From an optimization exercise on the open Yosys and OpenROAD flow, aimed at small area, a short achievable clock period and few clock cycles; shortcuts taken in it are not production practice. The RTL of this run was laid out without a check of its function.

--- flow/run.sh ---
#!/bin/bash
# synth_recipe.tcl (not shown) runs the flow's synth.tcl, then flattens the netlist and writes it again
# the make line also repeats each setting of config.mk as NAME=value (left out here)
make -C /OpenROAD-flow-scripts/flow DESIGN_CONFIG=/design/flow/config.mk WORK_HOME=/design/flow/orfs CLKGATE_MAP_FILE= SYNTH_SCRIPT=/design/flow/synth_recipe.tcl finish
--- flow/constraint.sdc ---
create_clock -name core_clock -period 13.0 [get_ports {clk}]
set_input_delay 2.6000 -clock core_clock [delete_from_list [all_inputs] [get_ports {clk}]]
set_output_delay 2.6000 -clock core_clock [all_outputs]
set_load 0.01 [all_outputs]
--- flow/config.mk ---
export PLATFORM = sky130hd
export DESIGN_NAME = loop_performance_metrics
export DESIGN_NICKNAME = loop_performance_metrics
export VERILOG_FILES = /design/flow/design.v
export SDC_FILE = /design/flow/constraint.sdc
export NUM_CORES = 4
export LEC_CHECK = 0
export CAP_MARGIN = 20
export CORE_MARGIN = 2
export CORE_UTILIZATION = 40
export SLEW_MARGIN = 20
--- flow/design.v ---
`default_nettype none
package lpm_pkg;
    localparam int LOOP_COUNT = 16;
    localparam int IDX_W      = (LOOP_COUNT > 1) ? $clog2(LOOP_COUNT) : 1;
    localparam int DATA_W = 32;           
    localparam int PROD_W = 2 * DATA_W;   
    localparam int ACC_W  = 48;           
    localparam int OVS_W  = 31;           
    localparam int SQ_W   = 47;           
    localparam int SQ_HI_W = SQ_W - DATA_W;
    localparam int DIVIDEND_W = 55;
    localparam int DIV_STEPS  = OVS_W;
    localparam int CNT_W      = $clog2(DIV_STEPS);
    localparam logic [DATA_W-1:0] SP_MIN    = 32'd7;
    localparam logic [DATA_W-1:0] OVS_SCALE = 32'd6553600;
    typedef enum logic [1:0] {
        CMD_UPDATE = 2'd0,
        CMD_CLEAR  = 2'd1,
        CMD_READ   = 2'd2
    } cmd_t;
    typedef enum logic [3:0] {
        ST_IDLE,
        ST_LOAD,
        ST_MUL_A,
        ST_MUL_B,
        ST_MUL_C,
        ST_MUL_D,
        ST_MUL_E,
        ST_MUL_F,
        ST_SQ_ADD,
        ST_DIV,
        ST_OVS,
        ST_WRITE
    } state_t;
    typedef enum logic [2:0] {
        MUL_ABS,
        MUL_SQUARE,
        MUL_SQ_LO,
        MUL_SQ_HI,
        MUL_OVS
    } mul_op_t;
    typedef struct packed {
        logic [ACC_W-1:0] abs_sum;
        logic [ACC_W-1:0] sq_sum;
        logic [OVS_W-1:0] ovs;
    } metrics_t;
    typedef struct packed {
        logic    accept;
        logic    load;
        logic    acc_abs;
        logic    latch_sq;
        logic    latch_lo;
        logic    form_term;
        logic    acc_sq;
        logic    div_init;
        logic    div_step;
        logic    ovs_upd;
        logic    write;
        mul_op_t mul_op;
    } ctl_t;
    typedef struct packed {
        logic upd;
        logic ovs_ok;
        logic ovs_sat;
    } stat_t;
endpackage
`default_nettype wire
`default_nettype none
module lpm_mult (
    input  wire logic                       clk,
    input  wire logic [lpm_pkg::DATA_W-1:0] a,
    input  wire logic [lpm_pkg::DATA_W-1:0] b,
    output logic      [lpm_pkg::PROD_W-1:0] p
);
    logic [lpm_pkg::PROD_W-1:0] p_reg;
    always_ff @(posedge clk)
    begin
        p_reg <= lpm_pkg::PROD_W'(a) * lpm_pkg::PROD_W'(b);
    end
    assign p = p_reg;
endmodule
`default_nettype wire
`default_nettype none
module lpm_store (
    input  wire logic                      clk,
    input  wire logic                      rst_n,
    input  wire logic                      rd_en,
    input  wire logic [lpm_pkg::IDX_W-1:0] rd_addr,
    output lpm_pkg::metrics_t              rd_data,
    input  wire logic                      wr_en,
    input  wire logic [lpm_pkg::IDX_W-1:0] wr_addr,
    input  wire lpm_pkg::metrics_t         wr_data
);
    logic [2*lpm_pkg::ACC_W+lpm_pkg::OVS_W-1:0] mem [0:lpm_pkg::LOOP_COUNT-1];
    logic [lpm_pkg::LOOP_COUNT-1:0]   valid_reg;
    lpm_pkg::metrics_t                rd_data_reg;
    always_ff @(posedge clk or negedge rst_n)
    begin
        if (!rst_n)
        begin
            valid_reg <= '0;
        end
        else if (wr_en)
        begin
            valid_reg[wr_addr] <= 1'b1;
        end
    end
    always_ff @(posedge clk)
    begin
        if (wr_en)
        begin
            mem[wr_addr] <= wr_data;
        end
    end
    always_ff @(posedge clk)
    begin
        if (rd_en)
        begin
            rd_data_reg <= valid_reg[rd_addr] ? mem[rd_addr] : '0;
        end
    end
    assign rd_data = rd_data_reg;
endmodule
`default_nettype wire
`default_nettype none
module lpm_ctrl (
    input  wire logic           clk,
    input  wire logic           rst_n,
    input  wire logic           start,
    output logic                busy,
    input  wire lpm_pkg::stat_t stat,
    output lpm_pkg::ctl_t       ctl
);
    lpm_pkg::state_t             state_reg;
    lpm_pkg::state_t             state_next;
    logic [lpm_pkg::CNT_W-1:0]   cnt_reg;
    logic [lpm_pkg::CNT_W-1:0]   cnt_next;
    logic               div_last;
    assign div_last = (cnt_reg == lpm_pkg::CNT_W'(lpm_pkg::DIV_STEPS - 1));
    always_ff @(posedge clk or negedge rst_n)
    begin
        if (!rst_n)
        begin
            state_reg <= lpm_pkg::ST_IDLE;
            cnt_reg   <= '0;
        end
        else
        begin
            state_reg <= state_next;
            cnt_reg   <= cnt_next;
        end
    end
    always_comb
    begin
        state_next = state_reg;
        unique case (state_reg)
            lpm_pkg::ST_IDLE:   if (start) state_next = lpm_pkg::ST_LOAD;
            lpm_pkg::ST_LOAD:   state_next = stat.upd ? lpm_pkg::ST_MUL_A : lpm_pkg::ST_WRITE;
            lpm_pkg::ST_MUL_A:  state_next = lpm_pkg::ST_MUL_B;
            lpm_pkg::ST_MUL_B:  state_next = lpm_pkg::ST_MUL_C;
            lpm_pkg::ST_MUL_C:  state_next = lpm_pkg::ST_MUL_D;
            lpm_pkg::ST_MUL_D:  state_next = lpm_pkg::ST_MUL_E;
            lpm_pkg::ST_MUL_E:  state_next = lpm_pkg::ST_MUL_F;
            lpm_pkg::ST_MUL_F:  state_next = lpm_pkg::ST_SQ_ADD;
            lpm_pkg::ST_SQ_ADD:
            begin
                priority if (!stat.ovs_ok)
                    state_next = lpm_pkg::ST_WRITE;
                else if (stat.ovs_sat)
                    state_next = lpm_pkg::ST_OVS;
                else
                    state_next = lpm_pkg::ST_DIV;
            end
            lpm_pkg::ST_DIV:    if (div_last) state_next = lpm_pkg::ST_OVS;
            lpm_pkg::ST_OVS:    state_next = lpm_pkg::ST_WRITE;
            lpm_pkg::ST_WRITE:  state_next = lpm_pkg::ST_IDLE;
            default:   state_next = lpm_pkg::ST_IDLE;
        endcase
    end
    always_comb
    begin
        ctl      = '0;
        ctl.mul_op = lpm_pkg::MUL_ABS;
        cnt_next = cnt_reg;
        busy     = (state_reg != lpm_pkg::ST_IDLE);
        unique case (state_reg)
            lpm_pkg::ST_IDLE:   ctl.accept = start;
            lpm_pkg::ST_LOAD:   ctl.load = 1'b1;
            lpm_pkg::ST_MUL_A:  ctl.mul_op = lpm_pkg::MUL_ABS;
            lpm_pkg::ST_MUL_B:
            begin
                ctl.mul_op  = lpm_pkg::MUL_SQUARE;
                ctl.acc_abs = 1'b1;
            end
            lpm_pkg::ST_MUL_C:  ctl.latch_sq = 1'b1;
            lpm_pkg::ST_MUL_D:  ctl.mul_op = lpm_pkg::MUL_SQ_LO;
            lpm_pkg::ST_MUL_E:
            begin
                ctl.mul_op   = lpm_pkg::MUL_SQ_HI;
                ctl.latch_lo = 1'b1;
            end
            lpm_pkg::ST_MUL_F:
            begin
                ctl.mul_op    = lpm_pkg::MUL_OVS;
                ctl.form_term = 1'b1;
            end
            lpm_pkg::ST_SQ_ADD:
            begin
                ctl.acc_sq   = 1'b1;
                ctl.div_init = 1'b1;
                cnt_next     = '0;
            end
            lpm_pkg::ST_DIV:
            begin
                ctl.div_step = 1'b1;
                cnt_next     = cnt_reg + 1'b1;
            end
            lpm_pkg::ST_OVS:    ctl.ovs_upd = 1'b1;
            lpm_pkg::ST_WRITE:  ctl.write = 1'b1;
            default:   ctl = '0;
        endcase
    end
endmodule
`default_nettype wire
`default_nettype none
module lpm_dpath (
    input  wire logic                              clk,
    input  wire logic                              rst_n,
    input  wire lpm_pkg::ctl_t                     ctl,
    output lpm_pkg::stat_t                         stat,
    input  wire logic [1:0]                        command,
    input  wire logic [3:0]                        loop_index,
    input  wire logic signed [lpm_pkg::DATA_W-1:0] measured,
    input  wire logic signed [lpm_pkg::DATA_W-1:0] target,
    input  wire logic signed [lpm_pkg::DATA_W-1:0] deviation,
    input  wire logic [lpm_pkg::DATA_W-1:0]        step_time,
    input  wire lpm_pkg::metrics_t                 rd_data,
    output logic                                   wr_en,
    output logic [lpm_pkg::IDX_W-1:0]              wr_addr,
    output lpm_pkg::metrics_t                      wr_data,
    output logic                                   done,
    output logic [3:0]                             loop_echo,
    output logic [lpm_pkg::ACC_W-1:0]              abs_error_integral,
    output logic [lpm_pkg::ACC_W-1:0]              squared_error_integral,
    output logic [lpm_pkg::OVS_W-1:0]              peak_overshoot
);
    logic [1:0]          cmd_reg;
    logic [3:0]          idx_reg;
    logic [lpm_pkg::DATA_W-1:0]   meas_reg;
    logic [lpm_pkg::DATA_W-1:0]   targ_reg;
    logic [lpm_pkg::DATA_W-1:0]   dev_reg;
    logic [lpm_pkg::DATA_W-1:0]   dt_reg;
    logic [lpm_pkg::DATA_W-1:0]   emag_reg;
    logic [lpm_pkg::DATA_W-1:0]   tmag_reg;
    logic [lpm_pkg::DATA_W-1:0]   nmag_reg;
    logic                ovs_ok_reg;
    lpm_pkg::metrics_t            acc_reg;
    logic [lpm_pkg::SQ_W-1:0]     sq_reg;
    logic [lpm_pkg::PROD_W-1:0]   lo_reg;
    logic [lpm_pkg::ACC_W-1:0]    term_reg;
    logic [lpm_pkg::DATA_W-1:0]   rem_reg;
    logic [lpm_pkg::OVS_W-1:0]    dlo_reg;
    logic [lpm_pkg::OVS_W-1:0]    quo_reg;
    logic                done_reg;
    logic [3:0]          echo_reg;
    lpm_pkg::metrics_t            res_reg;
    logic                in_range;
    logic [lpm_pkg::DATA_W-1:0]   emag_next;
    logic [lpm_pkg::DATA_W-1:0]   tmag_next;
    logic signed [lpm_pkg::DATA_W:0] diff_next;
    logic [lpm_pkg::DATA_W-1:0]   nmag_next;
    logic                ovs_ok_next;
    logic [lpm_pkg::DATA_W-1:0]   mul_a;
    logic [lpm_pkg::DATA_W-1:0]   mul_b;
    logic [lpm_pkg::PROD_W-1:0]   prod;
    logic [lpm_pkg::ACC_W:0]      abs_sum_next;
    logic [lpm_pkg::ACC_W:0]      sq_sum_next;
    logic [lpm_pkg::PROD_W+lpm_pkg::SQ_HI_W:0] sq_full;
    logic [lpm_pkg::DATA_W:0]     rem_shift;
    logic                rem_ge;
    logic [lpm_pkg::DATA_W-1:0]   rem_next;
    assign in_range = (32'(idx_reg) < lpm_pkg::LOOP_COUNT);
    assign emag_next = dev_reg[lpm_pkg::DATA_W-1]  ? (~dev_reg + 1'b1)  : dev_reg;
    assign tmag_next = targ_reg[lpm_pkg::DATA_W-1] ? (~targ_reg + 1'b1) : targ_reg;
    assign diff_next = $signed({meas_reg[lpm_pkg::DATA_W-1], meas_reg})
                     - $signed({targ_reg[lpm_pkg::DATA_W-1], targ_reg});
    assign nmag_next = diff_next[lpm_pkg::DATA_W] ? lpm_pkg::DATA_W'(-diff_next) : diff_next[lpm_pkg::DATA_W-1:0];
    assign ovs_ok_next = (tmag_next >= lpm_pkg::SP_MIN) && (diff_next != '0)
                       && (diff_next[lpm_pkg::DATA_W] == targ_reg[lpm_pkg::DATA_W-1]);
    always_comb
    begin
        unique case (ctl.mul_op)
            lpm_pkg::MUL_ABS:
            begin
                mul_a = emag_reg;
                mul_b = dt_reg;
            end
            lpm_pkg::MUL_SQUARE:
            begin
                mul_a = emag_reg;
                mul_b = emag_reg;
            end
            lpm_pkg::MUL_SQ_LO:
            begin
                mul_a = sq_reg[lpm_pkg::DATA_W-1:0];
                mul_b = dt_reg;
            end
            lpm_pkg::MUL_SQ_HI:
            begin
                mul_a = lpm_pkg::DATA_W'(sq_reg[lpm_pkg::SQ_W-1:lpm_pkg::DATA_W]);
                mul_b = dt_reg;
            end
            lpm_pkg::MUL_OVS:
            begin
                mul_a = nmag_reg;
                mul_b = lpm_pkg::OVS_SCALE;
            end
            default:
            begin
                mul_a = '0;
                mul_b = '0;
            end
        endcase
    end
    lpm_mult u_mult (
        .clk (clk),
        .a   (mul_a),
        .b   (mul_b),
        .p   (prod)
    );
    assign abs_sum_next = {1'b0, acc_reg.abs_sum} + {1'b0, prod[lpm_pkg::PROD_W-2:16]};
    assign sq_sum_next  = {1'b0, acc_reg.sq_sum} + {1'b0, term_reg};
    assign sq_full = (lpm_pkg::PROD_W+lpm_pkg::SQ_HI_W+1)'(lo_reg)
                   + {prod[lpm_pkg::SQ_HI_W+lpm_pkg::DATA_W-1:0], {lpm_pkg::DATA_W{1'b0}}};
    assign rem_shift = {rem_reg, dlo_reg[lpm_pkg::OVS_W-1]};
    assign rem_ge    = (rem_shift >= {1'b0, tmag_reg});
    assign rem_next  = rem_ge ? lpm_pkg::DATA_W'(rem_shift - {1'b0, tmag_reg}) : rem_shift[lpm_pkg::DATA_W-1:0];
    always_comb
    begin
        stat.upd     = in_range && (cmd_reg == lpm_pkg::CMD_UPDATE);
        stat.ovs_ok  = ovs_ok_reg;
        stat.ovs_sat = (lpm_pkg::DATA_W'(prod[lpm_pkg::DIVIDEND_W-1:lpm_pkg::OVS_W]) >= tmag_reg);
    end
    always_ff @(posedge clk)
    begin
        if (ctl.accept)
        begin
            cmd_reg  <= command;
            idx_reg  <= loop_index;
            meas_reg <= measured;
            targ_reg <= target;
            dev_reg  <= deviation;
            dt_reg   <= step_time;
        end
        if (ctl.load)
        begin
            emag_reg   <= emag_next;
            tmag_reg   <= tmag_next;
            nmag_reg   <= nmag_next;
            ovs_ok_reg <= ovs_ok_next;
            if (!in_range || (cmd_reg == lpm_pkg::CMD_CLEAR))
                acc_reg <= '0;
            else
                acc_reg <= rd_data;
        end
        if (ctl.acc_abs)
        begin
            acc_reg.abs_sum <= abs_sum_next[lpm_pkg::ACC_W] ? '1 : abs_sum_next[lpm_pkg::ACC_W-1:0];
        end
        if (ctl.latch_sq)
        begin
            sq_reg <= prod[lpm_pkg::SQ_W+15:16];
        end
        if (ctl.latch_lo)
        begin
            lo_reg <= prod;
        end
        if (ctl.form_term)
        begin
            term_reg <= (|sq_full[lpm_pkg::PROD_W+lpm_pkg::SQ_HI_W:lpm_pkg::ACC_W+16]) ? '1 : sq_full[lpm_pkg::ACC_W+15:16];
        end
        if (ctl.acc_sq)
        begin
            acc_reg.sq_sum <= sq_sum_next[lpm_pkg::ACC_W] ? '1 : sq_sum_next[lpm_pkg::ACC_W-1:0];
        end
        if (ctl.div_init)
        begin
            rem_reg <= lpm_pkg::DATA_W'(prod[lpm_pkg::DIVIDEND_W-1:lpm_pkg::OVS_W]);
            dlo_reg <= prod[lpm_pkg::OVS_W-1:0];
            quo_reg <= '1;
        end
        if (ctl.div_step)
        begin
            rem_reg <= rem_next;
            dlo_reg <= {dlo_reg[lpm_pkg::OVS_W-2:0], 1'b0};
            quo_reg <= {quo_reg[lpm_pkg::OVS_W-2:0], rem_ge};
        end
        if (ctl.ovs_upd && (quo_reg > acc_reg.ovs))
        begin
            acc_reg.ovs <= quo_reg;
        end
        if (ctl.write)
        begin
            echo_reg <= idx_reg;
            res_reg  <= acc_reg;
        end
    end
    always_ff @(posedge clk or negedge rst_n)
    begin
        if (!rst_n)
            done_reg <= 1'b0;
        else
            done_reg <= ctl.write;
    end
    assign wr_en   = ctl.write && in_range;
    assign wr_addr = lpm_pkg::IDX_W'(idx_reg);
    assign wr_data = acc_reg;
    assign done                   = done_reg;
    assign loop_echo              = echo_reg;
    assign abs_error_integral     = res_reg.abs_sum;
    assign squared_error_integral = res_reg.sq_sum;
    assign peak_overshoot         = res_reg.ovs;
endmodule
`default_nettype wire
`default_nettype none
module loop_performance_metrics (
    input  wire logic                              clk,
    input  wire logic                              rst_n,
    input  wire logic                              start,
    output logic                                   busy,
    input  wire logic [1:0]                        command,
    input  wire logic [3:0]                        loop_index,
    input  wire logic signed [lpm_pkg::DATA_W-1:0] measured,
    input  wire logic signed [lpm_pkg::DATA_W-1:0] target,
    input  wire logic signed [lpm_pkg::DATA_W-1:0] deviation,
    input  wire logic [lpm_pkg::DATA_W-1:0]        step_time,
    output logic                                   done,
    output logic [3:0]                             loop_echo,
    output logic [lpm_pkg::ACC_W-1:0]              abs_error_integral,
    output logic [lpm_pkg::ACC_W-1:0]              squared_error_integral,
    output logic [lpm_pkg::OVS_W-1:0]              peak_overshoot
);
    lpm_pkg::ctl_t       ctl;
    lpm_pkg::stat_t      stat;
    lpm_pkg::metrics_t           rd_data;
    logic               wr_en;
    logic [lpm_pkg::IDX_W-1:0]   wr_addr;
    lpm_pkg::metrics_t           wr_data;
    logic               accept;
    assign accept = start && !busy;
    lpm_ctrl u_ctrl (
        .clk   (clk),
        .rst_n (rst_n),
        .start (start),
        .busy  (busy),
        .stat  (stat),
        .ctl   (ctl)
    );
    lpm_store u_store (
        .clk     (clk),
        .rst_n   (rst_n),
        .rd_en   (accept),
        .rd_addr (lpm_pkg::IDX_W'(loop_index)),
        .rd_data (rd_data),
        .wr_en   (wr_en),
        .wr_addr (wr_addr),
        .wr_data (wr_data)
    );
    lpm_dpath u_dpath (
        .clk                    (clk),
        .rst_n                  (rst_n),
        .ctl                    (ctl),
        .stat                   (stat),
        .command                (command),
        .loop_index             (loop_index),
        .measured               (measured),
        .target                 (target),
        .deviation              (deviation),
        .step_time              (step_time),
        .rd_data                (rd_data),
        .wr_en                  (wr_en),
        .wr_addr                (wr_addr),
        .wr_data                (wr_data),
        .done                   (done),
        .loop_echo              (loop_echo),
        .abs_error_integral     (abs_error_integral),
        .squared_error_integral (squared_error_integral),
        .peak_overshoot         (peak_overshoot)
    );
endmodule
`default_nettype wire
==> impl_metrics.py <==
metrics = {
    "setup_path": {
        "worstSetupPathType": "reg -> reg",
        "cp_max_fo": 32,
        "path_buf_inv": 7,
        "worstSetupPathDepth": 30,
        "cp.arrival_ns": 12.24,
        "reg2regPathDepth": 30,
        "cpPeakStageDelay_ns": 0.96,
        "critPathRequiredTime_ns": 13.79,
        "crit_start": "u_ctrl.state_reg[1]",
        "cp_common_cell": "fa_1",
        "cp-start-kind": "flip-flop",
        "crit_path_top_delay_cell": "a2111oi_1",
        "cp-end-kind": "flip-flop",
        "timing.rr.start": "u_ctrl.state_reg[1]",
        "cp_top_family": "adder cells",
    },
    "finish": {
        "largest_reg_flops": 2032,
        "nFillCells": 33484,
        "final_util_pct": 45.43,
        "syn2layout_area_growth_pct": 12.97,
        "final_area_sq_mm": 0.1753,
        "regMostFlops": "u_store.mem",
        "fin_nets": 12471,
        "drive_gt1_share_pct": 12.77,
        "final_cells": 16351,
    },
    "sta": {
        "fmax_mhz": 87.32,
        "setup_tns_ns": 0,
        "max_slew_margin_pct": 20.16,
        "slew_viol_final": 0,
        "worstMarginPinSlew_ns": 1.190,
        "rsz0062_at_grt": "false",
        "fin_crit_sh_pct": 88.09,
        "clock_skew_ns": 0.09465,
        "finalWorstPathRequiredPeriod_ns": 11.45,
        "hold_viol_final": 0,
        "setup_violations": 0,
    },
    "synthesis": {
        "synth_edf_count": 2884,
        "postSynthAreaPerCell_sq_um": 14.67,
        "synth_flop_cell": "edfxtp_1",
        "ys_ff_latch": 2975,
        "syn_area_sq_mm": 0.1552,
        "syn_inst": 10580,
        "synth_cell_types": 93,
        "yosys_warnings": 4,
        "yosysSeqAreaShare_pct": 57.06,
        "syn_nets": 12137,
        "synthArstFlopShare_pct": 0.8739,
    },
    "clock_tree": {
        "cts-htree-levels": 5,
        "insertion_delay_ns": 0.94,
        "cts_resized": 0,
        "post_cts_buffers": 0,
        "cts_tree": "done",
        "cts-root-buf": "clkbuf_16",
        "ctsHoldBuffers": 0,
        "clk_pin_slew_ns": 0.07,
        "cts.sinks": 2975,
        "clock_path_buffers": 4,
        "numCtsBuffers": 314,
    },
    "detailed_routing": {
        "vias_per_cell": 5.669,
        "drcViolationCount": 0,
        "drtIter0Drc": 9544,
        "first_pass_iters": 6,
        "ant_nets": 0,
        "vias": 92695,
        "post_drt_wl_per_cell_microns": 28.88,
        "routed_wirelength_microns": 472200,
    },
    "floorplan": {
        "io_pins": 270,
        "die_h_microns": 626.9,
        "initial_core_util_pct": 40.21,
        "die_area_sq_mm": 0.3930,
        "core_sq_mm": 0.3860,
        "fp-row-count": 228,
        "die_x_microns": 626.9,
    },
    "global_routing": {
        "antenna_found_initial": 16,
        "grt_overflow": 0,
        "grt_first_pass_wirelength_microns": 676400,
        "grt_max_degree": 139,
        "grt_pass1_vias": 94903,
        "grt.total_usage_pct": 23.83,
    },
    "run": {
        "max_cap_viol_count": 0,
    },
    "hold_path": {
        "hp-start": "u_store.valid_reg[2]",
        "hold_depth": 1,
        "hp-class": "reg -> reg",
    },
    "place": {
        "placed_cells": 15772,
        "hpwl_microns": 309800,
        "io_buffers": 269,
        "dpl_cell_area_sq_mm": 0.1649,
        "gp_congestion": 0.9938,
    },
    "status": {
        "status": "complete, no violations",
    },
}
-- worst reg2reg max path, delay by kind of cell (launching register included) --
family,cells,cell delay (ns)
adder cells (fa/ha/maj),9,4.53
buffers and inverters,7,0.97
flip-flops,1,0.64
AO/OA/AOI/OAI,5,1.98
AND/OR/NAND/NOR,8,3.01
XOR/XNOR,1,0.17
-- cell type report --
cell class                 instances  area (sq um)  share of cell area [%]
clock buffer                     387          8287                   4.726
multi-input combinational       5997         60940                   34.76
antenna                           11         27.53                 0.01570
inverter                        1123          4215                   2.404
clock inverter                   180          2103                   1.200
tap                             5175          6475                   3.693
sequential                      2975         88550                   50.51
timing repair buffer             503          4731                   2.698
-- cells in the final DEF (no fill, tap or decap), types with 30 or more instances in the layout --
cell type	n
inv_1	1122
clkinv_1	55
a21o_1	175
clkinv_2	36
nand4_1	85
o21a_1	62
nor2b_1	170
a21oi_1	461
clkdlybuf4s50_1	265
o21ai_0	212
buf_4	213
nor2_1	674
a31oi_1	37
a211oi_1	39
fa_1	901
nor3_1	36
dfxtp_1	65
nand2b_1	91
nand3_1	61
o31ai_1	35
clkbuf_1	62
a22o_1	30
bufinv_16	35
and3_1	36
clkbuf_16	318
mux4_2	639
edfxtp_1	2884
xnor2_1	209
xor2_1	109
nand2_1	929
o21bai_1	43
mux2i_1	50
ha_1	519
-- layer usage --
metal | vias to the layer above | track usage [%] | part of all wire [%]
met3 | 917 | 3.650 | 6.9
li1 | 38920 | - | -
met4 | 8 | 9.859 | 4.8
met1 | 48920 | 32.10 | 41
met2 | 3930 | 38.69 | 47
met5 | - | 0 | 0.0095
-- cells by family after synthesis --
group / count (synthesis) / share of synthesized area, %
AO/OA/AOI/OAI: 1301 / 5.279
XOR/XNOR: 318 / 1.795
adder cells (fa/ha/maj): 1420 / 15.81
buffers and inverters: 1608 / 3.896
flip-flops: 2975 / 57.06
multiplexers: 690 / 9.602
AND/OR/NAND/NOR: 2268 / 6.566
-- cells in the mapped netlist, types with 25 or more instances --
cell type | number | area (sq um)
edfxtp_1 | 2884 | 86600
inv_1 | 1122 | 4212
nand2_1 | 929 | 3487
fa_1 | 901 | 18040
nor2_1 | 692 | 2597
mux4_2 | 639 | 14390
ha_1 | 519 | 6494
a21oi_1 | 461 | 2307
clkbuf_1 | 430 | 1614
o21ai_0 | 222 | 1111
xnor2_1 | 209 | 1831
a21o_1 | 175 | 1314
nor2b_1 | 170 | 1064
xor2_1 | 109 | 954.7
nand2b_1 | 94 | 588.1
nand4_1 | 85 | 531.8
dfxtp_1 | 65 | 1301
o21a_1 | 62 | 465.5
nand3_1 | 61 | 305.3
mux2i_1 | 50 | 500.5
buf_1 | 46 | 172.7
nor3_1 | 43 | 215.2
o21bai_1 | 43 | 322.8
a211oi_1 | 40 | 300.3
a31oi_1 | 38 | 237.7
and3_1 | 37 | 231.5
o31ai_1 | 35 | 262.8
a22o_1 | 30 | 262.8
and2_1 | 30 | 187.7
and4_1 | 28 | 245.2
or3_1 | 27 | 168.9
dfrtp_1 | 26 | 650.6
o21ai_1 | 25 | 125.1
-- path summary, 6_finish.rpt --
check | to | slack (ns)
min in group asynchronous | u_store.valid_reg[14] | 2.09
max | u_dpath.u_mult.p_reg[57] | 1.55
min reg2reg | u_store.valid_reg[2] | 0.45
max reg2reg | u_dpath.u_mult.p_reg[57] | 1.55
max in group asynchronous | u_ctrl.state_reg[2] | 10.57
min | u_store.valid_reg[2] | 0.45
-- metrics by stage --
stage	setup WS [ns]	hold slack [ns]
floorplan	1.986	0.3855
global placement	1.773	0.4360
detailed placement	1.727	0.4415
CTS	1.637	0.4531
global route	1.164	0.4726
finish	1.548	0.4474

## port drivers added, routing unchanged
The results above use ideal ports. As a check the final layout listed here was re-extracted and re-timed, cells and wires unchanged. Step 1: set_driving_cell puts a clkbuf_16 on clk and a buf_2 on each other input, an assumption about the parent block. Step 2 moves the port delays by t, midway between the first and last clock arrival at a register: inputs arrive t later, outputs are due t later. That takes back most of the time a late clock gives input paths. Three values: ideal, step 1, step 2; two values: the first two.
t (ns): 0.996
slack for setup (ns): 1.548 / 1.548 / 1.548
hold WS [ns]: 0.447 / 0.447 / 0.447
worst setup path at the end: register to register
latest minus earliest clock arrival (ns): 0.095 / 0.095
After both steps setup and hold are still met in this run. The setup slack of this run moves by 0.000 ns with the drivers and by 0.000 ns with both steps.
